Context: an optimization exercise on an open-source flow, tuned for small area and a short achievable clock period. The choices shown serve that exercise and are no tape-out recipe. Function was checked by simulation only, so behaviour that the tests miss may differ from the original. No driver is modelled on the clock port, so clocking that relies on it looks cheaper here than on a real chip. Power figures rest on the tool's default switching activity, not on a simulated workload.

==> design.v <==
package pixel_pkg;
    localparam int PIX_W = 44;
    localparam int OVF_W = 16;
    localparam int X_LSB = 34;
    localparam int X_MSB = 43;
    localparam int Y_LSB = 24;
    localparam int Y_MSB = 33;
    localparam int R_LSB = 16;
    localparam int R_MSB = 23;
    localparam int G_LSB = 8;
    localparam int G_MSB = 15;
    localparam int B_LSB = 0;
    localparam int B_MSB = 7;
    typedef struct packed {
        logic [9:0] x;
        logic [9:0] y;
        logic [7:0] r;
        logic [7:0] g;
        logic [7:0] b;
    } pixel_t;
    function automatic logic [PIX_W-1:0] pack_pixel(input pixel_t p);
        logic [PIX_W-1:0] w;
        w = '0;
        w[X_MSB:X_LSB] = p.x;
        w[Y_MSB:Y_LSB] = p.y;
        w[R_MSB:R_LSB] = p.r;
        w[G_MSB:G_LSB] = p.g;
        w[B_MSB:B_LSB] = p.b;
        pack_pixel = w;
    endfunction
    function automatic pixel_t unpack_pixel(input logic [PIX_W-1:0] w);
        pixel_t p;
        p.x = w[X_MSB:X_LSB];
        p.y = w[Y_MSB:Y_LSB];
        p.r = w[R_MSB:R_LSB];
        p.g = w[G_MSB:G_LSB];
        p.b = w[B_MSB:B_LSB];
        unpack_pixel = p;
    endfunction
endpackage
module pixel_fifo_ram
#(
    parameter int ADDR_W = 6,
    parameter int DATA_W = pixel_pkg::PIX_W
) (
    input  logic              clk_25,
    input  logic              reset,
    input  logic              wr_en,
    input  logic [2**ADDR_W-1:0] wr_sel,
    input  logic [DATA_W-1:0] wr_data,
    input  logic              rd_en,
    input  logic              empty,
    input  logic              ge2,
    input  logic [2**ADDR_W-1:0] rd_sel,
    input  logic [2**ADDR_W-1:0] rd_sel_b,
    output logic [DATA_W-1:0] rd_data
);
    localparam int DEPTH = 2 ** ADDR_W;
    logic [DATA_W-1:0] mem [DEPTH];
    logic [DATA_W-1:0] rd_word;
    logic [DATA_W-1:0] head_q;
    logic [DATA_W-1:0] rd_data_q;
    always_ff @(posedge clk_25) begin
        for (int i = 0; i < DEPTH; i++) begin
            if (wr_en && wr_sel[i]) begin
                mem[i] <= wr_data;
            end
        end
    end
    always_comb begin
        rd_word = '0;
        for (int i = 0; i < DEPTH; i++) begin
            rd_word[DATA_W/2-1:0] = rd_word[DATA_W/2-1:0] |
                (mem[i][DATA_W/2-1:0] & {(DATA_W/2){rd_sel[(i+DEPTH-1)%DEPTH]}});
            rd_word[DATA_W-1:DATA_W/2] = rd_word[DATA_W-1:DATA_W/2] |
                (mem[i][DATA_W-1:DATA_W/2] & {(DATA_W-DATA_W/2){rd_sel_b[(i+DEPTH/2-1)%DEPTH]}});
        end
    end
    always_ff @(posedge clk_25) begin
        if (rd_en) begin
            head_q <= ge2 ? rd_word : wr_data;
        end else if (empty) begin
            head_q <= wr_data;
        end
    end
    always_ff @(posedge clk_25) begin
        if (reset) begin
            rd_data_q <= '0;
        end else if (rd_en) begin
            rd_data_q <= head_q;
        end
    end
    assign rd_data = rd_data_q;
endmodule
module pixel_burst_fifo
#(
    parameter int ADDR_W    = 6,
    parameter int BURST_LEN = 8
) (
    input  logic              clk_25,
    input  logic              reset,
    input  logic              wrreq,
    input  logic [9:0]        x_i,
    input  logic [9:0]        y_i,
    input  logic [7:0]        red_i,
    input  logic [7:0]        green_i,
    input  logic [7:0]        blue_i,
    input  logic              rdreq,
    output logic              rd_valid,
    output logic [9:0]        x_o,
    output logic [9:0]        y_o,
    output logic [7:0]        red_o,
    output logic [7:0]        green_o,
    output logic [7:0]        blue_o,
    output logic [ADDR_W:0]   usedw,
    output logic              empty,
    output logic              full,
    output logic              burst_rdy,
    output logic [pixel_pkg::OVF_W-1:0]  ovf_cnt
);
    localparam int DEPTH    = 2 ** ADDR_W;
    localparam int USEDW_W  = ADDR_W + 1;
    localparam int WSUB     = 8;                
    localparam int WGRP     = DEPTH / WSUB;
    logic [WSUB-1:0]    wr_sub_q;    
    logic [WGRP-1:0]    wr_grp_q;    
    logic [DEPTH-1:0]   wr_sel;
    logic [DEPTH-1:0]   rd_sel_q;    
    logic [DEPTH-1:0]   rd_sel_bq;   
    logic [USEDW_W-1:0] usedw_q;
    logic               empty_q, full_q, burst_q;
    logic               ge2_q;       
    logic [pixel_pkg::OVF_W-1:0]   ovf_cnt_q;
    logic               rd_valid_q;
    logic               wr_acc;
    logic               rd_acc;
    logic               inc, dec;
    logic [USEDW_W-1:0] usedw_p1, usedw_m1;
    logic               ovf_sat;
    logic [pixel_pkg::PIX_W-1:0]   wr_word;
    logic [pixel_pkg::PIX_W-1:0]   rd_word;
    pixel_pkg::pixel_t             wr_pix;
    pixel_pkg::pixel_t             rd_pix;
    assign empty     = empty_q;
    assign full      = full_q;
    assign burst_rdy = burst_q;
    assign wr_acc = wrreq & ~full_q;
    assign rd_acc = rdreq & ~empty_q;
    assign inc    = wr_acc & ~rd_acc;
    assign dec    = rd_acc & ~wr_acc;
    assign usedw_p1 = usedw_q + 1'b1;
    assign usedw_m1 = usedw_q - 1'b1;
    assign ovf_sat  = &ovf_cnt_q;
    assign wr_pix.x = x_i;
    assign wr_pix.y = y_i;
    assign wr_pix.r = red_i;
    assign wr_pix.g = green_i;
    assign wr_pix.b = blue_i;
    assign wr_word  = pixel_pkg::pack_pixel(wr_pix);
    always_comb begin
        for (int i = 0; i < DEPTH; i++) begin
            wr_sel[i] = wr_grp_q[i / WSUB] & wr_sub_q[i % WSUB];
        end
    end
    always_ff @(posedge clk_25) begin
        if (reset) begin
            wr_sub_q   <= WSUB'(1);
            wr_grp_q   <= WGRP'(1);
            rd_sel_q   <= DEPTH'(1);
            rd_sel_bq  <= DEPTH'(1) << (DEPTH/2);
            usedw_q    <= '0;
            empty_q    <= 1'b1;
            ge2_q      <= 1'b0;
            full_q     <= 1'b0;
            burst_q    <= 1'b0;
            ovf_cnt_q  <= '0;
            rd_valid_q <= 1'b0;
        end else begin
            rd_valid_q <= rd_acc;
            if (wr_acc) begin
                wr_sub_q <= {wr_sub_q[WSUB-2:0], wr_sub_q[WSUB-1]};
                if (wr_sub_q[WSUB-1]) wr_grp_q <= {wr_grp_q[WGRP-2:0], wr_grp_q[WGRP-1]};
            end
            if (rd_acc) begin
                rd_sel_q  <= {rd_sel_q[DEPTH-2:0], rd_sel_q[DEPTH-1]};
                rd_sel_bq <= {rd_sel_bq[DEPTH-2:0], rd_sel_bq[DEPTH-1]};
            end
            if (inc) begin
                usedw_q <= usedw_p1;
                empty_q <= 1'b0;
                ge2_q   <= ~empty_q;
                full_q  <= (usedw_q == USEDW_W'(DEPTH - 1));
                burst_q <= (usedw_q >= USEDW_W'(BURST_LEN - 1));
            end else if (dec) begin
                usedw_q <= usedw_m1;
                empty_q <= (usedw_q == USEDW_W'(1));
                ge2_q   <= (usedw_q >= USEDW_W'(3));
                full_q  <= 1'b0;
                burst_q <= (usedw_q >= USEDW_W'(BURST_LEN + 1));
            end
            if (wrreq && full_q && !ovf_sat) ovf_cnt_q <= ovf_cnt_q + 1'b1;
        end
    end
    pixel_fifo_ram #(
        .ADDR_W (ADDR_W),
        .DATA_W (pixel_pkg::PIX_W)
    ) u_ram (
        .clk_25  (clk_25),
        .reset   (reset),
        .wr_en   (wr_acc),
        .wr_sel  (wr_sel),
        .wr_data (wr_word),
        .rd_en   (rd_acc),
        .empty   (empty_q),
        .ge2     (ge2_q),
        .rd_sel  (rd_sel_q),
        .rd_sel_b(rd_sel_bq),
        .rd_data (rd_word)
    );
    assign rd_pix   = pixel_pkg::unpack_pixel(rd_word);
    assign x_o      = rd_pix.x;
    assign y_o      = rd_pix.y;
    assign red_o    = rd_pix.r;
    assign green_o  = rd_pix.g;
    assign blue_o   = rd_pix.b;
    assign rd_valid = rd_valid_q;
    assign usedw    = usedw_q;
    assign ovf_cnt  = ovf_cnt_q;
endmodule
==> flow/run.sh <==
#!/bin/bash
# Standard ORFS layout with two changes:
#  - the port buffers are plain buf_4 cells instead of the default pick;
#  - the pins are placed by flow/io.tcl: each data bit's input and output pin
#    side by side along the top and bottom edges, so each bit's storage column
#    sits next to its pins.
set -euo pipefail
cat >> config.mk <<EOC
export BUFFER_PORTS_ARGS = -buffer_cell sky130_fd_sc_hd__buf_4
export PRE_IO_PLACEMENT_TCL = $(pwd)/flow/io.tcl
EOC
bash standard.sh synth > synth.log 2>&1
bash standard.sh finish > layout.log 2>&1
==> flow/io.tcl <==
# Pin placement: each data bit's input and output pins side by side, the low
# half of the word spread along the top edge and the high half along the
# bottom edge, in bit order; requests, reset and clock on the left edge and
# the status outputs on the right edge.
proc pix_port {dir k} {
  if {$k < 8}  { return "blue_${dir}\[$k\]" }
  if {$k < 16} { return "green_${dir}\[[expr {$k-8}]\]" }
  if {$k < 24} { return "red_${dir}\[[expr {$k-16}]\]" }
  if {$k < 34} { return "y_${dir}\[[expr {$k-24}]\]" }
  return "x_${dir}\[[expr {$k-34}]\]"
}
set die [[ord::get_db_block] getDieArea]
set dbu [[ord::get_db_tech] getDbUnitsPerMicron]
set w [expr {double([$die xMax]) / $dbu}]
set h [expr {double([$die yMax]) / $dbu}]
set m 10.0
set half 22
for {set j 0} {$j < $half} {incr j} {
  set x0 [expr {$m + ($w - 2*$m) * $j / $half}]
  set x1 [expr {$m + ($w - 2*$m) * ($j + 1) / $half}]
  set_io_pin_constraint -pin_names [list [pix_port i $j] [pix_port o $j]] -region [format "top:%.2f-%.2f" $x0 $x1]
  set k [expr {$j + $half}]
  set_io_pin_constraint -pin_names [list [pix_port i $k] [pix_port o $k]] -region [format "bottom:%.2f-%.2f" $x0 $x1]
}
set_io_pin_constraint -pin_names {wrreq rdreq reset clk_25} -region [format "left:%.2f-%.2f" [expr {$h/2 - 20}] [expr {$h/2 + 20}]]
set st {rd_valid empty full burst_rdy}
for {set k 0} {$k < 7} {incr k} { lappend st "usedw\[$k\]" }
for {set k 0} {$k < 16} {incr k} { lappend st "ovf_cnt\[$k\]" }
set_io_pin_constraint -pin_names $st -region [format "right:%.2f-%.2f" [expr {$h/2 - 40}] [expr {$h/2 + 40}]]
==> standard.sh <==
#!/bin/bash
# synth_recipe.tcl (not shown) runs the flow's synth.tcl, then flattens the netlist and writes it again
# the make line also repeats each setting of config.mk as NAME=value (left out here)
make -C /OpenROAD-flow-scripts/flow DESIGN_CONFIG=/design/flow/config.mk WORK_HOME=/design/flow/orfs CLKGATE_MAP_FILE= SYNTH_SCRIPT=/design/flow/synth_recipe.tcl "${@:-finish}"
==> config.mk <==
export PLATFORM = sky130hd
export DESIGN_NAME = pixel_burst_fifo
export DESIGN_NICKNAME = pixel_burst_fifo
export VERILOG_FILES = /design/flow/design.v
export SDC_FILE = /design/flow/constraint.sdc
export NUM_CORES = 4
export LEC_CHECK = 0
export CAP_MARGIN = 20
export CORE_MARGIN = 2
export CORE_UTILIZATION = 50
export CTS_BUF_LIST = sky130_fd_sc_hd__clkbuf_8 sky130_fd_sc_hd__clkbuf_16
export CTS_CLUSTER_DIAMETER = 120
export CTS_CLUSTER_SIZE = 24
export PLACE_DENSITY = 0.65
export SETUP_SLACK_MARGIN = 2.3
export SLEW_MARGIN = 20
export BUFFER_PORTS_ARGS = -buffer_cell sky130_fd_sc_hd__buf_4
export PRE_IO_PLACEMENT_TCL = /design/flow/flow/io.tcl
==> constraint.sdc <==
create_clock -name core_clock -period 4.5 [get_ports {clk_25}]
set_input_delay 0.9000 -clock core_clock [delete_from_list [all_inputs] [get_ports {clk_25}]]
set_output_delay 0.9000 -clock core_clock [all_outputs]
set_load 0.01 [all_outputs]
==> flow_summary.yaml, run 1 <==
status:
  status: "timing/DRC/antenna clean"
synthesis:
  synth_enable_flop_cells: 2860
  async_flop_share_pct: 0
  ys.warnings.count: 3
  yosysSeqAreaShare_pct: 82.5
  cell_count_after_synthesis: 6069
  ys_types: 48
  synth.ff_latch_count: 3076
  synth_nets: 6122
  netlist_area_um2: 109000
  syn-mean-instance-area_um2: 18.0
  synth_ff_type: "edfxtp_1"
setup_path:
  critical-path-top-delay-family: "simple AND/OR/NAND/NOR gates"
  critical_path_required_ns: 5.09
  cp.buffers_inverters: 1
  cp_cell_sequence: "buf_4 > a22o_1 > a221oi_2 > nand4_1 > nor4_4 > a21oi_2"
  worstSetupPathType: "reg -> reg"
  critical_path.slowest_cell: "nor4_4"
  timing.critical_path.arrival_ns: 3.18
  timing.critical_path.slowest_cell_delay_ns: 0.58
  timing.critical_path.to_type: "flop"
  critical_path_peak_fanout: 9
  start_kind: "flop"
global_route:
  grt_first_pass_wirelength_um: 625000
  antenna_found_initial: 31
  largest_net_degree_at_the_start_of_global_routing: 95
  grt_pass1_vias: 67700
  gr-usage-all-layers_pct: 42.5
  grt_overflow_total: 0
layout:
  sequential_cell_area_um2: 90700
  final_core_utilization_pct: 58.2
  layout_common_cells: "2,860 x edfxtp_1, 696 x a22oi_1, 377 x nand2_1"
  areaGrowthSynthToFinish_pct: 15.7
  post_route_cells_drive_above_1_share_pct: 20.0
  most_common_cell_after_layout_fill_and_taps_aside: "edfxtp_1"
  final_nets: 6630
  multiInputGateArea_um2: 19800
  fillerInstances: 15600
clock_network:
  clock-sinks: 3076
  cts_hold_buffers: 0
  clock-root-buffer: "clkbuf_16"
  cts_htree_levels: 4
  cts-buffers-inserted: 147
  cts_buffer_depth: 3
  worst_skew_pair.late_latency_ns: 0.90
  cts_tree: "built"
  worst_setup_hold_path_clk_slew_ns: 0.10
timing:
  rsz_0062_raised_after_global_routing: "true"
  worst_slack_ns: 1.91
  finalCriticalPeriod_ns: 2.59
  finalSetupTns_ns: 0
  hold-worst-slack_ns: 0.466
  skew_final_ns: 0.0413
  setup_viol_count_final: 0
  worst_pin_slew_ns: 1.14
  max_freq_ghz: 0.387
  finalHoldViolCount: 0
  period_share_pct: 57.5
  timing.slew.headroom_pct: 24.1
  slew_limit_fails: 0
floorplanning:
  fp.dieH_um: 472
  floorplan.die_area_um2: 222000
  initial_core_util_pct: 50.3
  pin_count: 119
  rows: 171
  die_x_um: 472
  core_region_area_um2: 217000
power:
  p_leak_nw: 39.7
  power_density_nw_per_um2: 382
  peakVddDrop_mv: 0.406
place:
  place_worst_setup_slack_ns: 1.03
  place.detailed.hpwl_um: 258000
  portBuffers: 118
  gp_routability_congestion: 0.929
drt:
  number_of_routed_nets_with_antenna_violations: 0
  via_to_cell_ratio: 8.03
  dr.pass1.iters: 15
  drt_iter0_markers: 20000
  detailroute.via_count: 76900
  drc: 0
  post_dr_wirelength_cell_um: 51.5
  route.final.wire_length_um: 494000
worst_hold_path:
  classification_of_the_worst_slack_hold_path: "reg -> reg"
job:
  drv_cap: 0
[worst register-to-register path: cells and delay by family (launching register included)]
family / cells / cell delay (ns)
and+or+nand+nor: 2 / 0.81
buffers and inverters: 1 / 0.25
AOI/OAI and AO/OA: 3 / 0.76
DFF: 1 / 0.47
[synth_stat cells (17+ instances only)]
cell / number / area share (%)
a21oi_1: 243 / 1.1
clkbuf_1: 219 / 0.75
a22o_1: 352 / 2.8
nor4_1: 44 / 0.25
nand2_1: 386 / 1.3
nor3_1: 47 / 0.22
and3_1: 59 / 0.34
a221oi_1: 352 / 2.8
a22oi_1: 704 / 4.8
nor2_1: 66 / 0.23
nand3_1: 139 / 0.64
dfxtp_1: 216 / 4.0
buf_1: 17 / 0.058
nand4_1: 185 / 1.1
buf_2: 103 / 0.47
edfxtp_1: 2860 / 79
[where the power goes]
| part | total, mW | switching [mW] | internal [mW] |
|---|---|---|---|
| registers | 31.5 | 0.184 | 31.3 |
| clock network | 15.3 | 9.12 | 6.17 |
| logic | 1.52 | 1.15 | 0.367 |
| total | 48.3 | 10.5 | 37.8 |
[kinds of logic (layout without fill, tap and decap cells)]
logic type,count (synthesis),in the layout,share of synthesized area (%)
adder cells (fa/ha/maj),5,5,0.0572
AO/OA/AOI/OAI,1669,1669,11.7
AND/OR/NAND/NOR,952,993,4.26
multiplexers,2,2,0.0195
flip-flops,3076,3076,82.5
buffers and inverters,352,935,1.33
other,0,32,0
XOR/XNOR,13,13,0.104
[layer usage]
layer | global-route usage [%] | vias to the layer above | routed length, um
li1 | - | 26300 | -
met1 | 52.8 | 37700 | 149000
met2 | 56.7 | 10200 | 194000
met3 | 22.2 | 2582 | 103000
met4 | 30.1 | 35 | 46900
met5 | 1.21 | - | 772
[state kept, by name (all words and copies together) (netlist names)]
register	flops
u_ram.mem	2816
rd_sel_bq	64
rd_sel_q	64
u_ram.head_q	44
u_ram.rd_data_q	44
ovf_cnt_q	16
wr_grp_q	8
wr_sub_q	8
usedw_q	7
burst_q	1
empty_q	1
full_q	1
ge2_q	1
rd_valid_q	1
[path summary, 6_finish.rpt]
path	startpoint	endpoint	slack [ns]	depth (start not counted)
worst min register to register	u_ram.rd_data_q[40]	u_ram.rd_data_q[40]	0.47	2
worst max-delay path	rd_sel_bq[1]	u_ram.head_q[42]	1.91	6
worst max register to register	rd_sel_bq[1]	u_ram.head_q[42]	1.91	6
worst min-delay path	u_ram.rd_data_q[40]	u_ram.rd_data_q[40]	0.47	2
[metrics by stage]
stage | total power, mW | area [um^2] | cells
after floorplan | 32.4 | 110000 | 6069
after global placement | 33.3 | 115000 | 8917
after detailed placement | 33.3 | 116000 | 8946
after CTS | 47.8 | 124000 | 9432
after global routing | 49.0 | 126000 | 9551
final | 48.3 | 126000 | 9579
[timing repair]
item / CTS / global route
gates cloned: 49 / 19
setup buffers: 172 / 96
hold endpoints to repair: 0 / 0
pin swaps: 36 / 36
endpoints found under the setup margin: 2893 / 1427
gates resized for setup: 485 / 166
[area by class of cell]
cell class,count,area share [%]
flip-flops and latches,3076,71.8
multi-input cells,2682,15.7
repair buffers,649,6.09
clock buffers,150,2.97
well taps,2854,2.82
clock inverters,115,0.446
inverters,13,0.101
repair inverters,8,0.0920
diodes,32,0.0633
==> inputs of run 2 (changes only) <==
--- a/design.v
+++ b/design.v
@@ -51,4 +51,2 @@
     input  logic              rd_en,
-    input  logic              empty,
-    input  logic              ge2,
     input  logic [2**ADDR_W-1:0] rd_sel,
@@ -60,3 +58,2 @@
     logic [DATA_W-1:0] rd_word;
-    logic [DATA_W-1:0] head_q;
     logic [DATA_W-1:0] rd_data_q;
@@ -73,12 +70,5 @@
             rd_word[DATA_W/2-1:0] = rd_word[DATA_W/2-1:0] |
-                (mem[i][DATA_W/2-1:0] & {(DATA_W/2){rd_sel[(i+DEPTH-1)%DEPTH]}});
+                (mem[i][DATA_W/2-1:0] & {(DATA_W/2){rd_sel[i]}});
             rd_word[DATA_W-1:DATA_W/2] = rd_word[DATA_W-1:DATA_W/2] |
-                (mem[i][DATA_W-1:DATA_W/2] & {(DATA_W-DATA_W/2){rd_sel_b[(i+DEPTH/2-1)%DEPTH]}});
-        end
-    end
-    always_ff @(posedge clk_25) begin
-        if (rd_en) begin
-            head_q <= ge2 ? rd_word : wr_data;
-        end else if (empty) begin
-            head_q <= wr_data;
+                (mem[i][DATA_W-1:DATA_W/2] & {(DATA_W-DATA_W/2){rd_sel_b[(i+DEPTH/2)%DEPTH]}});
         end
@@ -89,3 +79,3 @@
         end else if (rd_en) begin
-            rd_data_q <= head_q;
+            rd_data_q <= rd_word;
         end
@@ -131,3 +121,2 @@
     logic               empty_q, full_q, burst_q;
-    logic               ge2_q;       
     logic [pixel_pkg::OVF_W-1:0]   ovf_cnt_q;
@@ -172,3 +161,2 @@
             empty_q    <= 1'b1;
-            ge2_q      <= 1'b0;
             full_q     <= 1'b0;
@@ -190,3 +178,2 @@
                 empty_q <= 1'b0;
-                ge2_q   <= ~empty_q;
                 full_q  <= (usedw_q == USEDW_W'(DEPTH - 1));
@@ -196,3 +183,2 @@
                 empty_q <= (usedw_q == USEDW_W'(1));
-                ge2_q   <= (usedw_q >= USEDW_W'(3));
                 full_q  <= 1'b0;
@@ -213,4 +199,2 @@
         .rd_en   (rd_acc),
-        .empty   (empty_q),
-        .ge2     (ge2_q),
         .rd_sel  (rd_sel_q),
--- a/flow/run.sh
+++ b/flow/run.sh
@@ -1,3 +1,3 @@
 #!/bin/bash
-# Standard ORFS layout with two changes:
+# Standard ORFS layout with three changes:
 #  - the port buffers are plain buf_4 cells instead of the default pick;
@@ -5,3 +5,5 @@
 #    side by side along the top and bottom edges, so each bit's storage column
-#    sits next to its pins.
+#    sits next to its pins;
+#  - after clock tree synthesis, flow/postcts.tcl splits the top level of the
+#    clock tree: the root buffer drives four buffers that share its old load.
 set -euo pipefail
@@ -10,2 +12,3 @@
 export PRE_IO_PLACEMENT_TCL = $(pwd)/flow/io.tcl
+export POST_CTS_TCL = $(pwd)/flow/postcts.tcl
 EOC
==> flow/postcts.tcl (new file) <==
# After clock tree synthesis: split the load of the clock root buffer among
# four new root buffers, each placed near the middle of the branch buffers it
# drives, and all fed by one buffer at the old root's place. The tree keeps
# one root driven by the clock port and stays balanced; its top level no
# longer has one buffer driving every branch.
proc pix_split_clock_root {K} {
  set b [ord::get_db_block]
  set root [$b findInst clkbuf_0_clk_25]
  if {$root eq "NULL"} { puts "clock root not found, left as it is"; return }
  set master [$root getMaster]
  set outnet [[$root findITerm X] getNet]
  set innet [[$root findITerm A] getNet]
  set rb [$root getBBox]
  set loads {}
  foreach it [$outnet getITerms] {
    set inst [$it getInst]
    if {$inst eq $root} continue
    set bb [$inst getBBox]
    lappend loads [list $it [expr {([$bb xMin]+[$bb xMax])/2}] [expr {([$bb yMin]+[$bb yMax])/2}]]
  }
  set n [llength $loads]
  if {$n < 2*$K} { puts "clock root drives $n loads, left as it is"; return }
  set cx 0; set cy 0
  foreach l $loads { set cx [expr {$cx + [lindex $l 1]}]; set cy [expr {$cy + [lindex $l 2]}] }
  set cx [expr {$cx / $n}]; set cy [expr {$cy / $n}]
  set withang {}
  foreach l $loads { lappend withang [linsert $l end [expr {atan2([lindex $l 2]-$cy, [lindex $l 1]-$cx)}]] }
  set withang [lsort -real -index 3 $withang]
  # the old root buffer now drives the K new ones
  foreach it [$outnet getITerms] { if {[$it getInst] ne $root} { $it disconnect } }
  for {set g 0} {$g < $K} {incr g} {
    set grp [lrange $withang [expr {$g * $n / $K}] [expr {($g+1) * $n / $K - 1}]]
    set gx 0; set gy 0
    foreach l $grp { set gx [expr {$gx + [lindex $l 1]}]; set gy [expr {$gy + [lindex $l 2]}] }
    set gx [expr {$gx / [llength $grp]}]; set gy [expr {$gy / [llength $grp]}]
    set inst [odb::dbInst_create $b $master "clkbuf_split_${g}_clk_25"]
    set net [odb::dbNet_create $b "clknet_split_${g}_clk_25"]
    $net setSigType CLOCK
    [$inst findITerm A] connect $outnet
    [$inst findITerm X] connect $net
    $inst setLocation [expr {int(($gx + $cx) / 2)}] [expr {int(($gy + $cy) / 2)}]
    $inst setPlacementStatus PLACED
    foreach l $grp { [lindex $l 0] connect $net }
  }
  puts "clock root split: $n branch buffers among $K new root buffers"
}
pix_split_clock_root 4
detailed_placement
estimate_parasitics -placement
--- a/config.mk
+++ b/config.mk
@@ -9,3 +9,3 @@
 export CORE_MARGIN = 2
-export CORE_UTILIZATION = 50
+export CORE_UTILIZATION = 60
 export CTS_BUF_LIST = sky130_fd_sc_hd__clkbuf_8 sky130_fd_sc_hd__clkbuf_16
@@ -13,3 +13,3 @@
 export CTS_CLUSTER_SIZE = 24
-export PLACE_DENSITY = 0.65
+export PLACE_DENSITY = 0.72
 export SETUP_SLACK_MARGIN = 2.3
@@ -18 +18,2 @@
 export PRE_IO_PLACEMENT_TCL = /design/flow/flow/io.tcl
+export POST_CTS_TCL = /design/flow/flow/postcts.tcl
==> run 2 against run 1 <==
Critical path depth decreased by 4. Sequential power fell by 2%. Synthesized cell count is 2.5% lower. Die area is 18% lower. Routed wire length fell by 5.6%. Register-to-register slack better by 0.17 ns. Synthesized area shrank 1.8%. Worst setup slack better by 0.17 ns. Total power fell by 1.5%. First-iteration DRC count rose by 8.7%. Combinational power grew 3%. Critical path type unchanged.
==> flow_summary.yaml, run 2 <==
global_route:
  grt_overflow_total: 0
  grt_pass1_vias: 67900
  grt_first_pass_wirelength_um: 600000
  antenna_found_initial: 47
  largest_net_degree_at_the_start_of_global_routing: 106
  gr-usage-all-layers_pct: 50.0
layout:
  fillerInstances: 11200
  largest_registers: "u_ram.mem (2816), rd_sel_bq (64), rd_sel_q (64)"
  sequential_cell_area_um2: 89400
  largest_reg_flops: 2816
  largest_register: "u_ram.mem"
  post_route_cells_drive_above_1_share_pct: 17.3
  stdcell_area_um2: 121000
  most_common_cell_after_layout_fill_and_taps_aside: "edfxtp_1"
  final_nets: 6373
  layout_common_cells: "2,816 x edfxtp_1, 1,116 x a22oi_1, 342 x buf_4"
  multiInputGateArea_um2: 18200
  areaGrowthSynthToFinish_pct: 12.7
synthesis:
  cell_count_after_synthesis: 5917
  ys_types: 45
  yosysSeqAreaShare_pct: 82.8
  yosys.area.top_type: "edfxtp_1"
  synth_ff_type: "edfxtp_1"
  synth.top_cells.by_area: "edfxtp_1 79%, a22oi_1 7.8%, dfxtp_1 4.0%, nand4_1 1.8%, nand2_1 1.0%"
  netlist_area_um2: 107000
  ys.warnings.count: 3
  synth_nets: 5970
  synthMostInstantiatedCell: "edfxtp_1"
  synth_commonest_cells: "2,816 x edfxtp_1, 1,122 x a22oi_1, 305 x nand4_1"
  async_flop_share_pct: 0
  synth_top_area_share_pct: 78.8
  synth_enable_flop_cells: 2816
  syn-mean-instance-area_um2: 18.1
  synth.ff_latch_count: 3031
worst_hold_path:
  classification_of_the_worst_slack_hold_path: "reg -> reg"
  worst_hold_startpoint: "rd_sel_bq[28]"
  min_delay_path_depth: 2
drt:
  dr.pass1.iters: 17
  route.final.wire_length_um: 466000
  post_dr_wirelength_cell_um: 52.6
  drt_iter0_markers: 21700
  detailroute.via_count: 76600
  number_of_routed_nets_with_antenna_violations: 0
  drc: 0
  via_to_cell_ratio: 8.64
power:
  p_leak_nw: 37.2
  power_density_nw_per_um2: 393
  peakVddDrop_mv: 0.304
setup_path:
  critical_path_required_ns: 4.97
  r2r-start: "wr_sub_q[5]"
  worstSetupPathType: "reg -> reg"
  r2r_slack_ns: 2.08
  ff2ff_path_depth: 2
  worst_r2r_endpoint: "u_ram.mem[5][16]"
  timing.critical_path.to_type: "flop"
  start_kind: "flop"
  critical_path_peak_fanout: 21
  crit_end: "u_ram.mem[5][16]"
  critPathLaunch: "wr_sub_q[5]"
  timing.critical_path.arrival_ns: 2.89
clock_network:
  clock-sinks: 3031
  worst_skew_pair.late_latency_ns: 0.82
  cts_tree: "built"
  worst_setup_hold_path_clk_slew_ns: 0.10
place:
  place.detailed.hpwl_um: 246000
  portBuffers: 118
  placed_cell_area_um2: 113000
  gp_routability_congestion: 0.957
timing:
  finalCriticalPeriod_ns: 2.42
  skew_final_ns: 0.0556
  finalHoldViolCount: 0
  worst_pin_slew_ns: 1.27
  period_share_pct: 53.8
  setup_viol_count_final: 0
  max_freq_ghz: 0.413
  timing.slew.headroom_pct: 15.2
  slew_limit_fails: 0
  finalSetupTns_ns: 0
  rsz_0062_raised_after_global_routing: "true"
status:
  status: "timing/DRC/antenna clean"
floorplanning:
  floorplan.die_area_um2: 182000
  fp.dieH_um: 427
  pin_count: 119
  initial_core_util_pct: 60.3
  rows: 155
  core_region_area_um2: 178000
  die_x_um: 427
job:
  drv_cap: 0
-- run 2: cell families after synthesis --
kind of cell    count (synthesis)  share of synthesized area, %
simple gates                  905                          4.40
compound gates               1612                          11.2
buf+inv                       343                          1.36
flops                        3031                          82.8
fa+ha+maj                       5                        0.0583
mux                             3                        0.0280
xor+xnor                       18                         0.147
-- run 2: stage by stage --
| stage | cells | setup slack (ns) | hold slack, ns | util, % | total power, mW |
|---|---|---|---|---|---|
| 2_1_floorplan | 5917 | 1.96 | 0.454 | - | 32.0 |
| 3_3_place_gp | 8312 | 1.12 | 0.488 | 63.4 | 32.8 |
| 3_5_place_dp | 8316 | 1.06 | 0.492 | 63.4 | 32.9 |
| 5_1_grt | 8796 | 2.19 | 0.526 | 67.8 | 48.1 |
| 6_report | 8863 | 2.08 | 0.507 | 67.9 | 47.6 |
-- run 2: area by class of cell, clock buffers not listed --
class / instances / share of cell area, %
Antenna cell: 70 / 0.145
Buffer: 4 / 0.0828
Clock inverter: 116 / 0.401
Inverter: 13 / 0.0942
Multi-Input combinational cell: 2581 / 15.1
Sequential cell: 3031 / 73.9
Tap cell: 2355 / 2.44
Timing Repair Buffer: 541 / 4.76
Timing Repair inverter: 4 / 0.0331
-- run 2: report_power, final --
| part | leakage, nW | total, mW | internal, mW | switching [mW] |
|---|---|---|---|---|
| clock | 2.49 | 15.0 | 6.23 | 8.81 |
| sequential | 27.2 | 31.0 | 30.8 | 0.170 |
| combinational | 7.49 | 1.57 | 0.399 | 1.17 |
-- run 2: worst min path at each step --
| stage | slack, ns | to |
|---|---|---|
| global route | 0.53 | rd_sel_bq[28] |
| global placement | 0.49 | u_ram.rd_data_q[35] |
| floorplan | 0.45 | wr_sub_q[7] |
| finish | 0.51 | rd_sel_bq[28] |
| detailed placement | 0.49 | u_ram.rd_data_q[29] |
-- run 2: critical path: stages (launching register included) --
cell and delay (ns):
dfxtp_2 0.94, and3_4 0.79, buf_12 0.30
-- run 2: metal layers --
metal  global-route usage, %  wire length, um  up-vias
li1                        -                -    25600
met1                    59.9           132000    36600
met2                    64.3           177000    11200
met3                    32.1           106000     3179
met4                    36.8            49900       66
met5                    1.77             1160        -
==> inputs of run 3 (changes only) <==
--- a/config.mk
+++ b/config.mk
@@ -9,3 +9,3 @@
 export CORE_MARGIN = 2
-export CORE_UTILIZATION = 60
+export CORE_UTILIZATION = 50
 export CTS_BUF_LIST = sky130_fd_sc_hd__clkbuf_8 sky130_fd_sc_hd__clkbuf_16
@@ -13,3 +13,3 @@
 export CTS_CLUSTER_SIZE = 24
-export PLACE_DENSITY = 0.72
+export PLACE_DENSITY = 0.65
 export SETUP_SLACK_MARGIN = 2.3
==> run 3 against run 2 <==
Total power rose by 0.45%. Routed wire length rose by 1.1%. Fmax rose by 1.2%. Sequential cell count did not move. Synthesized cell count did not move. Combinational power barely moved. Sequential power barely moved. Utilization fell by 11 points. Critical path type unchanged.
==> flow_summary.yaml, run 3 <==
drt:
  drc: 0
  dr.pass1.iters: 12
  route.final.wire_length_um: 471000
  detailroute.via_count: 73400
  drt_iter0_markers: 18800
  via_to_cell_ratio: 7.93
  post_dr_wirelength_cell_um: 50.9
  number_of_routed_nets_with_antenna_violations: 0
place:
  placed_cell_area_um2: 113000
  place.detailed.hpwl_um: 257000
  gp_routability_congestion: 0.952
  portBuffers: 118
timing:
  finalCriticalPeriod_ns: 2.39
  slew_limit_fails: 0
  setup_viol_count_final: 0
  period_share_pct: 53.2
  skew_final_ns: 0.0439
  timing.slew.headroom_pct: 13.8
  finalSetupTns_ns: 0
  max_freq_ghz: 0.418
  worst_pin_slew_ns: 1.29
  rsz_0062_raised_after_global_routing: "true"
  finalHoldViolCount: 0
layout:
  final_nets: 6343
  largest_reg_flops: 2816
  stdcell_area_um2: 122000
  most_common_cell_after_layout_fill_and_taps_aside: "edfxtp_1"
  largest_registers: "u_ram.mem (2816), rd_sel_bq (64), rd_sel_q (64)"
  areaGrowthSynthToFinish_pct: 13.2
  largest_register: "u_ram.mem"
  post_route_cells_drive_above_1_share_pct: 17.3
  layout_common_cells: "2,816 x edfxtp_1, 1,101 x a22oi_1, 308 x buf_4"
synthesis:
  synth_commonest_cells: "2,816 x edfxtp_1, 1,122 x a22oi_1, 305 x nand4_1"
  synth.top_cells.by_area: "edfxtp_1 79%, a22oi_1 7.8%, dfxtp_1 4.0%, nand4_1 1.8%, nand2_1 1.0%"
  yosysSeqAreaShare_pct: 82.8
  synth_top_area_share_pct: 78.8
  synth_ff_type: "edfxtp_1"
  synth_enable_flop_cells: 2816
  async_flop_share_pct: 0
  ys.warnings.count: 3
  syn-mean-instance-area_um2: 18.1
  ys_types: 45
  synth.ff_latch_count: 3031
  yosys.area.top_type: "edfxtp_1"
  netlist_area_um2: 107000
  synthMostInstantiatedCell: "edfxtp_1"
  synth_nets: 5970
  cell_count_after_synthesis: 5917
clock_network:
  cts_tree: "built"
  clock-sinks: 3031
  worst_setup_hold_path_clk_slew_ns: 0.10
  worst_skew_pair.late_latency_ns: 0.81
floorplanning:
  fp.dieH_um: 467
  die_x_um: 467
  rows: 170
  initial_core_util_pct: 50.2
  pin_count: 119
  core_region_area_um2: 214000
  floorplan.die_area_um2: 218000
global_route:
  largest_net_degree_at_the_start_of_global_routing: 75
  grt_overflow_total: 0
  grt_pass1_vias: 65200
  gr-usage-all-layers_pct: 42.0
  antenna_found_initial: 30
  grt_first_pass_wirelength_um: 608000
power:
  p_leak_nw: 37.0
  peakVddDrop_mv: 0.272
  power_density_nw_per_um2: 393
setup_path:
  timing.critical_path.to_type: "flop"
  worstSetupPathType: "reg -> reg"
  start_kind: "flop"
  timing.critical_path.arrival_ns: 3.04
  critical_path_required_ns: 5.15
  critical_path_peak_fanout: 13
worst_hold_path:
  classification_of_the_worst_slack_hold_path: "reg -> reg"
job:
  drv_cap: 0
status:
  status: "timing/DRC/antenna clean"
-- run 3: cell counts after synthesis --
No cell type changed its count.
-- run 3: logic make-up (layout without fill, tap and decap cells) --
| family | count (synthesis) | count (layout) | share of synthesized area [%] |
|---|---|---|---|
| DFF | 3031 | 3031 | 82.8 |
| AOI/OAI and AO/OA | 1612 | 1612 | 11.2 |
| and+or+nand+nor | 905 | 942 | 4.40 |
| buffers and inverters | 343 | 789 | 1.36 |
| xor gates and xnor gates | 18 | 18 | 0.147 |
| adders and majority gates | 5 | 5 | 0.0583 |
| muxes | 3 | 3 | 0.0280 |
| other | 0 | 24 | 0 |
-- run 3: layout make-up, clock buffers not listed --
type / instances / area [um^2]
Antenna cell: 24 / 60.1
Buffer: 4 / 100
Clock inverter: 105 / 465
Fill cell: 16000 / 92500
Inverter: 13 / 118
Multi-Input combinational cell: 2580 / 18300
Sequential cell: 3031 / 89500
Tap cell: 2838 / 3550
Timing Repair Buffer: 513 / 5660
Timing Repair inverter: 2 / 17.5
-- run 3: worst paths after layout --
| kind | slack [ns] | startpoint | depth (start not counted) | endpoint |
|---|---|---|---|---|
| max reg2reg | 2.11 | rd_sel_bq[48] | 5 | u_ram.rd_data_q[32] |
| max | 2.11 | rd_sel_bq[48] | 5 | u_ram.rd_data_q[32] |
| min reg2reg | 0.51 | rd_sel_q[47] | 2 | rd_sel_q[47] |
| min | 0.51 | rd_sel_q[47] | 2 | rd_sel_q[47] |
-- run 3: layer usage --
| layer | routed length, um | vias to the layer above | GRT usage [%] |
|---|---|---|---|
| li1 | - | 25500 | - |
| met1 | 145000 | 36200 | 53.6 |
| met2 | 188000 | 9608 | 57.0 |
| met3 | 96100 | 2081 | 19.6 |
| met4 | 42100 | 24 | 28.3 |
| met5 | 167 | - | 0 |
-- run 3: where the power goes --
part	switching [mW]	total, mW	internal [mW]
Combinational	1.16	1.55	0.386
Clock	8.92	15.3	6.38
Sequential	0.157	30.9	30.8
-- run 3: through the flow --
step           hold WS [ns]  util [%]  power (mW)  instances  setup slack, ns
2_1_floorplan         0.454         -        32.0       5917             1.96
3_3_place_gp          0.496      52.7        32.9       8735             1.06
3_5_place_dp          0.512      53.0        32.9       8756             1.05
5_1_grt               0.532      56.8        48.4       9239             2.16
6_report              0.511      56.8        47.8       9262             2.11
-- run 3: worst max-delay path, cell delays in order, from the launching register on --
cell and delay, ns:
dfxtp_4 0.49, buf_4 0.32, a22oi_1 0.25, nand4_1 0.46, nor4_4 0.54, a211oi_1 0.14
==> inputs of run 4 (changes only) <==
--- a/design.v
+++ b/design.v
@@ -112,7 +112,3 @@
     localparam int USEDW_W  = ADDR_W + 1;
-    localparam int WSUB     = 8;                
-    localparam int WGRP     = DEPTH / WSUB;
-    logic [WSUB-1:0]    wr_sub_q;    
-    logic [WGRP-1:0]    wr_grp_q;    
-    logic [DEPTH-1:0]   wr_sel;
+    logic [DEPTH-1:0]   wr_sel_q;    
     logic [DEPTH-1:0]   rd_sel_q;    
@@ -148,11 +144,5 @@
     assign wr_word  = pixel_pkg::pack_pixel(wr_pix);
-    always_comb begin
-        for (int i = 0; i < DEPTH; i++) begin
-            wr_sel[i] = wr_grp_q[i / WSUB] & wr_sub_q[i % WSUB];
-        end
-    end
     always_ff @(posedge clk_25) begin
         if (reset) begin
-            wr_sub_q   <= WSUB'(1);
-            wr_grp_q   <= WGRP'(1);
+            wr_sel_q   <= DEPTH'(1);
             rd_sel_q   <= DEPTH'(1);
@@ -167,6 +157,3 @@
             rd_valid_q <= rd_acc;
-            if (wr_acc) begin
-                wr_sub_q <= {wr_sub_q[WSUB-2:0], wr_sub_q[WSUB-1]};
-                if (wr_sub_q[WSUB-1]) wr_grp_q <= {wr_grp_q[WGRP-2:0], wr_grp_q[WGRP-1]};
-            end
+            if (wr_acc) wr_sel_q <= {wr_sel_q[DEPTH-2:0], wr_sel_q[DEPTH-1]};
             if (rd_acc) begin
@@ -196,3 +183,3 @@
         .wr_en   (wr_acc),
-        .wr_sel  (wr_sel),
+        .wr_sel  (wr_sel_q),
         .wr_data (wr_word),
--- a/config.mk
+++ b/config.mk
@@ -9,3 +9,3 @@
 export CORE_MARGIN = 2
-export CORE_UTILIZATION = 50
+export CORE_UTILIZATION = 60
 export CTS_BUF_LIST = sky130_fd_sc_hd__clkbuf_8 sky130_fd_sc_hd__clkbuf_16
@@ -13,3 +13,3 @@
 export CTS_CLUSTER_SIZE = 24
-export PLACE_DENSITY = 0.65
+export PLACE_DENSITY = 0.72
 export SETUP_SLACK_MARGIN = 2.3
==> run 4 against run 3 <==
Worst setup slack improved by 0.088 ns. Final area hardly changed. Synthesized area grew 1.1%. Total power grew 0.62%. Still clean. Synthesized cell count increased by 3.5%. Clock skew is 0.00081 ns higher.
==> flow_summary.yaml, run 4 <==
status:
  status: "timing/DRC/antenna clean"
layout:
  most_common_cell_after_layout_fill_and_taps_aside: "edfxtp_1"
  final_nets: 6468
  layoutNonFillerInstCount: 8937
  stdcell_area_um2: 121000
  layout_common_cells: "2,816 x edfxtp_1, 1,123 x a22oi_1, 332 x nand2_1"
  fillerInstances: 11400
  areaGrowthSynthToFinish_pct: 11.9
  largest_register: "u_ram.mem"
  final_core_utilization_pct: 67.3
  largest_reg_flops: 2816
  post_route_cells_drive_above_1_share_pct: 15.6
global_route:
  grt_pass1_vias: 66900
  grt_first_pass_wirelength_um: 572000
  largest_net_degree_at_the_start_of_global_routing: 111
  grt_overflow_total: 0
  gr-usage-all-layers_pct: 46.2
  antenna_found_initial: 27
timing:
  finalSetupTns_ns: 0
  slew_limit_fails: 0
  timing.slew.headroom_pct: 14.5
  finalCriticalPeriod_ns: 2.30
  period_share_pct: 51.2
  worst_slack_ns: 2.20
  worst_pin_slew_ns: 1.28
  skew_final_ns: 0.0447
  max_freq_ghz: 0.434
  rsz_0062_raised_after_global_routing: "true"
  setup_viol_count_final: 0
  hold-worst-slack_ns: 0.474
  finalHoldViolCount: 0
setup_path:
  cp_cell_sequence: "buf_6"
  timing.critical_path.arrival_ns: 1.40
  r2r-start: "rd_sel_bq[36]"
  critical_path.slowest_cell: "dfxtp_4"
  start_kind: "flop"
  r2r_slack_ns: 2.21
  cp.buffers_inverters: 1
  critPathLaunch: "u_ram.rd_data_q[35]"
  timing.critical_path.slowest_cell_delay_ns: 0.46
  instance_count_on_the_critical_path: 1
  critical-path-top-delay-family: "flip-flops"
  worst_r2r_endpoint: "u_ram.rd_data_q[29]"
  crit_end: "x_o[1]"
  timing.critical_path.to_type: "primary output"
  ff2ff_path_depth: 5
  critical_path_required_ns: 3.60
  critical_path_peak_fanout: 2
  worstSetupPathType: "reg -> out"
synthesis:
  syn-mean-instance-area_um2: 17.7
  netlist_area_um2: 109000
  async_flop_share_pct: 0
  ys_types: 44
  synth_ff_type: "edfxtp_1"
  yosysSeqAreaShare_pct: 82.8
  synthMostInstantiatedCell: "edfxtp_1"
  cell_count_after_synthesis: 6125
  ys.warnings.count: 3
  synth.top_cells.by_area: "edfxtp_1 78%, a22oi_1 7.8%, dfxtp_1 4.9%, nand4_1 1.7%, nand2_1 1.4%"
  synth_commonest_cells: "2,816 x edfxtp_1, 1,125 x a22oi_1, 391 x nand2_1"
  synth_enable_flop_cells: 2816
  yosys.area.top_type: "edfxtp_1"
  synth.ff_latch_count: 3079
  synth_nets: 6178
  synth_top_area_share_pct: 77.9
drt:
  drc: 0
  drt_iter0_markers: 19300
  number_of_routed_nets_with_antenna_violations: 0
  detailroute.via_count: 73700
  route.final.wire_length_um: 438000
  post_dr_wirelength_cell_um: 49.0
  dr.pass1.iters: 14
  via_to_cell_ratio: 8.24
floorplanning:
  core_region_area_um2: 180000
  initial_core_util_pct: 60.2
  die_x_um: 429
  rows: 156
  floorplan.die_area_um2: 184000
  pin_count: 119
  fp.dieH_um: 429
clock_network:
  clock-sinks: 3079
  worst_setup_hold_path_clk_slew_ns: 0.10
  cts_tree: "built"
  worst_skew_pair.late_latency_ns: 0.82
place:
  place.detailed.hpwl_um: 232000
  portBuffers: 118
  place.detailed.instances: 8518
  gp_routability_congestion: 0.934
  place_worst_setup_slack_ns: 1.23
  placed_cell_area_um2: 115000
power:
  peakVddDrop_mv: 0.277
  p_leak_nw: 37.3
  fin_total_pwr_mw: 48.1
  power_density_nw_per_um2: 396
job:
  drv_cap: 0
worst_hold_path:
  classification_of_the_worst_slack_hold_path: "reg -> reg"
## run 4: cell count changes after synthesis, moves of 48 or more
cell      change
inv_1        +58
nand2_1      +96
dfxtp_1      +48
and3_1       -57
a21oi_1      +48
clkbuf_1     +80
buf_2        -96
## run 4: cell type report, clock buffers not listed
class                           instances  area [um^2]  share of cell area [%]
Sequential cell                      3079        90300                    74.3
Clock inverter                        120          559                   0.460
Antenna cell                           30         75.1                  0.0618
Inverter                               71          546                   0.449
Timing Repair Buffer                  475         5210                    4.29
Tap cell                             2370         2970                    2.44
Multi-Input combinational cell       2635        17900                    14.8
Timing Repair inverter                  3         33.8                  0.0278
Buffer                                  4          100                  0.0824
## run 4: where the power goes
part / switching (mW) / total (mW) / internal, mW
Sequential: 0.132 / 31.4 / 31.2
Combinational: 1.07 / 1.46 / 0.384
Clock: 8.93 / 15.3 / 6.34
## run 4: logic make-up after synthesis
family | after synthesis | synth area share (%)
simple gates | 949 | 4.37
flops | 3079 | 82.8
compound gates | 1664 | 11.3
buf+inv | 412 | 1.43
fa+ha+maj | 5 | 0.0576
xor+xnor | 14 | 0.113
mux | 2 | 0.0184
## run 4: worst min-delay path by stage
stage,startpoint,end,slack [ns],cells past startpoint
floorplan,wr_sel_q[63],wr_sel_q[63],0.43,2
global placement,wr_sel_q[63],wr_sel_q[63],0.45,2
detailed placement,wr_sel_q[59],wr_sel_q[59],0.45,2
global route,wr_sel_q[60],wr_sel_q[60],0.48,2
finish,wr_sel_q[60],wr_sel_q[60],0.47,2
## run 4: layer usage
| metal | up-vias | share of wire, % | track usage (%) |
|---|---|---|---|
| li1 | 25800 | - | - |
| met1 | 35600 | 29 | 59.8 |
| met2 | 10000 | 39 | 61.3 |
| met3 | 2271 | 22 | 23.7 |
| met4 | 28 | 8.8 | 29.6 |
| met5 | - | 0.097 | 0.572 |
==> inputs of run 5 (changes only) <==
--- a/config.mk
+++ b/config.mk
@@ -11,4 +11,4 @@
 export CTS_BUF_LIST = sky130_fd_sc_hd__clkbuf_8 sky130_fd_sc_hd__clkbuf_16
-export CTS_CLUSTER_DIAMETER = 120
-export CTS_CLUSTER_SIZE = 24
+export CTS_CLUSTER_DIAMETER = 140
+export CTS_CLUSTER_SIZE = 28
 export PLACE_DENSITY = 0.72
==> run 5 against run 4 <==
Critical path depth stayed put. First-iteration DRC count is 3.3% lower. Final cell count is 0.36% lower. Synthesized area stayed put. Clock power is 11% lower. Global-route usage is 0.20 points lower. Routed wire length is 0.28% lower. Die area stayed put. Utilization is 0.47 points lower. Combinational power hardly changed. Largest cell class unchanged. Via count is 0.14% higher.
==> flow_summary.yaml, run 5 <==
global_route:
  grt_overflow_total: 0
  grt_first_pass_wirelength_um: 569000
  antenna_found_initial: 26
  largest_net_degree_at_the_start_of_global_routing: 173
  grt_pass1_vias: 66600
  gr-usage-all-layers_pct: 46.0
status:
  status: "timing/DRC/antenna clean"
floorplanning:
  floorplan.die_area_um2: 184000
  fp.dieH_um: 429
  core_region_area_um2: 180000
  pin_count: 119
  initial_core_util_pct: 60.2
  die_x_um: 429
  rows: 156
layout:
  layout_common_cells: "2,816 x edfxtp_1, 1,123 x a22oi_1, 332 x nand2_1"
  layoutNonFillerInstCount: 8905
  fillerInstances: 11600
  sequential_cell_area_um2: 90300
  largest_reg_flops: 2816
  most_common_cell_after_layout_fill_and_taps_aside: "edfxtp_1"
  areaGrowthSynthToFinish_pct: 11.1
  largest_register: "u_ram.mem"
  post_route_cells_drive_above_1_share_pct: 15.3
  final_core_utilization_pct: 66.9
  final_nets: 6451
  multiInputGateArea_um2: 18000
setup_path:
  cp_cell_sequence: "buf_6"
  critical_path_required_ns: 3.60
  critical_path.slowest_cell: "dfxtp_4"
  critical_path_peak_fanout: 2
  timing.critical_path.to_type: "primary output"
  timing.critical_path.slowest_cell_delay_ns: 0.44
  worstSetupPathType: "reg -> out"
  worst_r2r_endpoint: "u_ram.rd_data_q[38]"
  ff2ff_path_depth: 6
  start_kind: "flop"
  cp.buffers_inverters: 1
  timing.critical_path.arrival_ns: 1.45
  critical-path-top-delay-family: "flip-flops"
  r2r_slack_ns: 2.17
  r2r-start: "rd_sel_bq[27]"
drt:
  dr.pass1.iters: 11
  drc: 0
  via_to_cell_ratio: 8.28
  detailroute.via_count: 73800
  drt_iter0_markers: 18600
  number_of_routed_nets_with_antenna_violations: 0
  route.final.wire_length_um: 437000
  post_dr_wirelength_cell_um: 49.1
timing:
  slew_limit_fails: 0
  setup_viol_count_final: 0
  timing.slew.headroom_pct: 14.3
  finalHoldViolCount: 0
  finalCriticalPeriod_ns: 2.35
  finalSetupTns_ns: 0
  worst_pin_slew_ns: 1.29
  max_freq_ghz: 0.426
  period_share_pct: 52.2
  skew_final_ns: 0.0421
  rsz_0062_raised_after_global_routing: "true"
worst_hold_path:
  min_delay_path_depth: 2
  worst_hold_startpoint: "wr_sel_q[59]"
  endpoint_with_the_worst_hold_slack: "wr_sel_q[59]"
  classification_of_the_worst_slack_hold_path: "reg -> reg"
place:
  gp_routability_congestion: 0.934
  portBuffers: 118
  place.detailed.instances: 8518
  place.detailed.hpwl_um: 232000
synthesis:
  yosys.area.top_type: "edfxtp_1"
  syn-mean-instance-area_um2: 17.7
  synth_commonest_cells: "2,816 x edfxtp_1, 1,125 x a22oi_1, 391 x nand2_1"
  netlist_area_um2: 109000
  cell_count_after_synthesis: 6125
  synth.ff_latch_count: 3079
  synth_nets: 6178
  synth_ff_type: "edfxtp_1"
  ys.warnings.count: 3
  synth.top_cells.by_area: "edfxtp_1 78%, a22oi_1 7.8%, dfxtp_1 4.9%, nand4_1 1.7%, nand2_1 1.4%"
  synth_top_area_share_pct: 77.9
  ys_types: 44
  synth_enable_flop_cells: 2816
  yosysSeqAreaShare_pct: 82.8
  synthMostInstantiatedCell: "edfxtp_1"
  async_flop_share_pct: 0
power:
  power.sequential.fraction_pct: 67.5
  fin_total_pwr_mw: 46.4
  power_density_nw_per_um2: 385
  peakVddDrop_mv: 0.498
  internal_power_mw: 36.7
  power.clock.fraction_pct: 29.4
  power_frac_comb_pct: 3.1
  switching_share_pct: 21.0
  p_leak_nw: 36.9
  p_sw_mw: 9.74
clock_network:
  cts_tree: "built"
  worst_skew_pair.late_latency_ns: 0.88
  clock-sinks: 3079
  worst_setup_hold_path_clk_slew_ns: 0.11
job:
  drv_cap: 0
[run 5: changes by cell type in the layout (fill, tap and decap cells not counted), sizes merged]
cell    change
buf        +14
bufbuf      -2
clkbuf     -32
clkinv      -2
diode       +1
inv        -11
[run 5: power by group through the flow]
stage / Clock (mW) / Combinational [mW] / Sequential [mW]
after floorplan: 0 / 0.449 / 32.0
after global placement: 0 / 1.17 / 32.0
after detailed placement: 0 / 1.19 / 32.0
after global routing: 14.3 / 1.47 / 31.4
final: 13.6 / 1.44 / 31.4
[run 5: layout make-up, clock buffers not listed]
class / count / share of cell area (%)
Antenna cell: 31 / 0.0643
Buffer: 4 / 0.0830
Clock inverter: 107 / 0.386
Inverter: 71 / 0.452
Multi-Input combinational cell: 2635 / 14.9
Sequential cell: 3079 / 74.8
Tap cell: 2370 / 2.46
Timing Repair Buffer: 485 / 4.33
Timing Repair inverter: 3 / 0.0259
[run 5: worst max path at each step]
stage | depth (start not counted) | end | start
finish | 1 | y_o[7] | u_ram.rd_data_q[31]
global route | 1 | y_o[0] | u_ram.rd_data_q[24]
detailed placement | 7 | u_ram.mem[11][8] | wrreq
global placement | 7 | u_ram.mem[57][23] | wrreq
floorplan | 6 | u_ram.mem[29][0] | wrreq
[run 5: per-layer routing]
| metal | global-route usage [%] | vias to the layer above | wire length, um |
|---|---|---|---|
| met4 | 29.2 | 16 | 39300 |
| li1 | - | 25700 | - |
| met3 | 22.9 | 2327 | 97800 |
| met2 | 61.6 | 10200 | 172000 |
| met1 | 59.6 | 35500 | 128000 |
| met5 | 0.260 | - | 116 |
[run 5: kinds of logic (layout without fill, tap and decap cells)]
kind of cell,Yosys count,count (layout),synth area share [%]
other cells,0,31,0
flops,3079,3079,82.8
buf+inv,412,790,1.43
simple gates,949,950,4.37
fa+ha+maj,5,5,0.0576
mux,2,2,0.0184
compound gates,1664,1664,11.3
xor+xnor,14,14,0.113
[run 5: per-stage QoR]
stage | area (um^2) | hold slack, ns | setup WS (ns)
5_1_grt | 121000 | 0.508 | 2.16
3_3_place_gp | 115000 | 0.447 | 1.25
2_1_floorplan | 109000 | 0.432 | 2.09
3_5_place_dp | 115000 | 0.450 | 1.23
6_report | 121000 | 0.476 | 2.15

==> afterwards: timing with drivers on the ports <==
The flow's constraints put no driver on any port. The routed layouts listed below were extracted and timed again, unchanged, in two steps.
Step 1 assumes that a clkbuf_16 drives the clock port and a buf_2 every other input.
Step 2 adds t to the input delays and takes it off the output delays; t is the mean of the earliest and latest rising clock arrival at the registers after step 1. Input paths then give back, and output paths get back, about the clock's delay inside the block.
Three values: ideal, step 1, step 2; two values: the first two.
| run | t (ns) | slack for setup (ns) | slew at the worst register clock pin (ns) |
|---|---|---|---|
| run 1 | 0.954 | 1.914 / 1.914 / 1.566 | 0.11 / 0.11 |
| run 2 | 0.861 | 2.079 / 2.079 / 1.387 | 0.11 / 0.11 |
| run 3 | 0.863 | 2.107 / 2.068 / 1.321 | 0.11 / 0.11 |
| run 4 | 0.867 | 2.195 / 2.129 / 1.358 | 0.11 / 0.11 |
| run 5 | 0.926 | 2.153 / 2.087 / 1.328 | 0.12 / 0.12 |
After both steps every run listed still meets setup and hold. For run 4, which loses most, drivers alone change the setup slack by -0.066 ns; drivers and shift together by -0.837 ns.
